This design comes from an exercise in tuning for small area on the open sky130 flow, not from production work. The RTL was checked by simulation tests, not by an equivalence proof against the original design. Power is estimated from default activity; no workload was simulated.

==> flow/design.v (excerpt) <==
module trigCoincTop
#(
   parameter int NUM_LANES  = trigPkg::NUM_LANES,
   parameter int LANE_WIDTH = trigPkg::LANE_WIDTH
)
(
   input  logic                            proc_clk,
   input  logic                            rstN,
   input  logic                            busWrEn,
   input  logic                            busRdEn,
   input  logic [DATA_WIDTH/8-1:0]         busWstrb,
   input  logic [ADDR_WIDTH-1:0]           busAddr,
   input  logic [DATA_WIDTH-1:0]           busWrData,
   input  logic [NUM_LANES*LANE_WIDTH-1:0] trigIn,
   input  logic                            fastTrig,
   output logic [DATA_WIDTH-1:0]           rdData,
   output logic                            rdValid
);
   logic [15:0]           csrReg;
   logic [1:0]            outBlock;
   logic [LANE_WIDTH-1:0] coincMask [NUM_LANES];
   logic [LANE_WIDTH-1:0] multMask  [NUM_LANES];
   logic [LANE_WIDTH-1:0] pattern   [NUM_LANES];
   logic [SUM_WIDTH-1:0]  threshold [NUM_LANES];
   logic                  counterClr;
   logic [DATA_WIDTH-1:0] wrData;
   assign wrData = busWrData & {DATA_WIDTH{rstN}};
   function automatic logic wrByte(
      input logic [ADDR_WIDTH-1:0] addr,
      input int                    b
   );
      wrByte = !rstN || (busWrEn && busAddr == addr && busWstrb[b]);
   endfunction
   always_ff @(posedge proc_clk)
   begin
      for (int b = 0; b < 2; b++)
      begin
         if (wrByte(REG_CSR, b))
            csrReg[8*b +: 8] <= wrData[8*b +: 8];
      end
      if (wrByte(REG_OUTBLOCK, 0))
         outBlock <= wrData[1:0];
      for (int i = 0; i < NUM_LANES; i++)
      begin
         for (int b = 0; b < 2; b++)
         begin
            if (wrByte(REG_COINC_MASK + ADDR_WIDTH'(i), b))
               coincMask[i][8*b +: 8] <= wrData[8*b +: 8];
            if (wrByte(REG_MULT_MASK + ADDR_WIDTH'(i), b))
               multMask[i][8*b +: 8] <= wrData[8*b +: 8];
            if (wrByte(REG_PATTERN + ADDR_WIDTH'(i), b))
               pattern[i][8*b +: 8] <= wrData[8*b +: 8];
         end
         if (wrByte(REG_THRESHOLD + ADDR_WIDTH'(i), 0))
            threshold[i] <= wrData[7:0];
      end
   end
   always_ff @(posedge proc_clk)
   begin
      counterClr <= rstN && busWrEn && (busAddr == REG_CLEAR);
      rdValid    <= rstN && busRdEn;
   end
   logic [NUM_LANES-1:0] coincHit;
  ...
For scale: about 150 I/O pins, about 20,000 um2 of cells after synthesis.
Settings: LEC_CHECK=0, CAP_MARGIN=20, CORE_MARGIN=2, CORE_UTILIZATION=80, SLEW_MARGIN=20, SYNTH_HIERARCHICAL=1, SYNTH_MINIMUM_KEEP_SIZE=0; clock period 5.0 ns.
standard.sh (not shown) runs the stock make flow with config.mk's settings and CLKGATE_MAP_FILE= SYNTH_SCRIPT=/design/flow/synth_recipe.tcl, a recipe that flattens the netlist after the stock synthesis.
==> flow/flow/run.sh <==
#!/bin/bash
# Own layout flow: the standard ORFS flow (standard.sh, unchanged synthesis),
# with synthesis buffers removed at floorplan, single-drive port buffers, plain (not timing-driven) global placement and a
# clock tree of clkbuf_4 without dummy loads.
set -uo pipefail
cd "$(dirname "$0")/.."
bash standard.sh \
  "GPL_TIMING_DRIVEN=0" "REMOVE_ABC_BUFFERS=1" \
  "BUFFER_PORTS_ARGS=-buffer_cell sky130_fd_sc_hd__buf_1" \
  "CTS_ARGS=-sink_clustering_enable -repair_clock_nets -dont_use_dummy_load -buf_list sky130_fd_sc_hd__clkbuf_4 -sink_clustering_size 9 -sink_clustering_max_diameter 35" \
  finish > flow_make.log 2>&1
rc=$?
tail -40 flow_make.log
exit $rc
The baseline completed without violations.
Next try:
--- a/flow/config.mk
+++ b/flow/config.mk
@@ -8,5 +8,5 @@
 export CAP_MARGIN = 20
 export CORE_MARGIN = 2
-export CORE_UTILIZATION = 80
+export CORE_UTILIZATION = 65
 export SLEW_MARGIN = 20
 export SYNTH_HIERARCHICAL = 1
After rerunning: Clock power goes up by about 9%. Sequential share of layout area goes down by 0.55 points. Final cell count goes up by 3.9%. Non-clock buffer count goes up by 2. Via count goes down by 6.5%. Utilization goes down by 17 points. Worst setup slack improves by 0.069 ns. Clock-buffer cell count goes up by 10. Routed wire length goes down by 2.6%. Critical path depth stays the same. Total power goes up by 1.3%.

* * *

trigCoincTop again, from the RTL that the note above started with.
Settings: LEC_CHECK=0, CAP_MARGIN=20, CORE_MARGIN=2, CORE_UTILIZATION=75, SLEW_MARGIN=20, SYNTH_HIERARCHICAL=1, SYNTH_MINIMUM_KEEP_SIZE=0; clock period 5.0 ns.
==> flow/flow/run.sh <==
#!/bin/bash
# Own layout flow: the standard ORFS flow (standard.sh, unchanged synthesis),
# with synthesis buffers removed at floorplan, single-drive port buffers, plain (not timing-driven) global placement and a
# clock tree of clkbuf_4 without dummy loads.
set -uo pipefail
cd "$(dirname "$0")/.."
bash standard.sh \
  "GPL_TIMING_DRIVEN=0" "REMOVE_ABC_BUFFERS=1" \
  "BUFFER_PORTS_ARGS=-buffer_cell sky130_fd_sc_hd__buf_1" \
  "CTS_ARGS=-sink_clustering_enable -repair_clock_nets -dont_use_dummy_load -buf_list sky130_fd_sc_hd__clkbuf_4 -sink_clustering_size 10 -sink_clustering_max_diameter 35" \
  finish > flow_make.log 2>&1
rc=$?
tail -40 flow_make.log
exit $rc
Next try:
--- a/flow/flow/run.sh
+++ b/flow/flow/run.sh
@@ -9,3 +9,3 @@
   "BUFFER_PORTS_ARGS=-buffer_cell sky130_fd_sc_hd__buf_1" \
-  "CTS_ARGS=-sink_clustering_enable -repair_clock_nets -dont_use_dummy_load -buf_list sky130_fd_sc_hd__clkbuf_4 -sink_clustering_size 10 -sink_clustering_max_diameter 35" \
+  "CTS_ARGS=-sink_clustering_enable -repair_clock_nets -dont_use_dummy_load -buf_list sky130_fd_sc_hd__clkbuf_4 -sink_clustering_size 9 -sink_clustering_max_diameter 35" \
   finish > flow_make.log 2>&1
Outcome: Synthesized cell count stays the same. Utilization barely changes. Worst hold slack improves by 0.016 ns. Count of clock-buffer cells in the layout rose by 3. Setup slack got worse by 0.079 ns. Clock power hardly moves. Area after synthesis is unchanged. First-iteration DRC count went up by 1.7%. Total power is higher by 0.42%.

-- re-timing with driven ports --
The results above use ideal ports. As a check the final layouts listed here were re-extracted and re-timed, cells and wires unchanged.
Step 1 sets driving cells, clkbuf_16 on the clock port and buf_2 on the other inputs (assumed; they add their load-dependent delay and slew).
Step 2 also shifts input and output timing later by t, the mid clock arrival at the registers, as if the neighbouring blocks saw the same clock.
a / b / c = ideal / step 1 / step 2; a / b = the first two.
run	t, ns	slack for setup (ns)	hold WS [ns]
the first run of note 1	0.762	0.222 / 0.227 / -0.521	0.476 / 0.450 / 0.508
the second run of note 1	0.718	0.291 / 0.321 / -0.396	0.491 / 0.490 / 0.491
the first run of note 2	0.769	0.276 / 0.276 / -0.459	0.445 / 0.422 / 0.456
the second run of note 2	0.764	0.198 / 0.198 / -0.528	0.461 / 0.455 / 0.461
With both steps, setup timing fails in every run listed, where it was met with ideal ports. The setup slack of the first run of note 1, which loses most, moves by +0.005 ns with the drivers and by -0.743 ns with both steps.
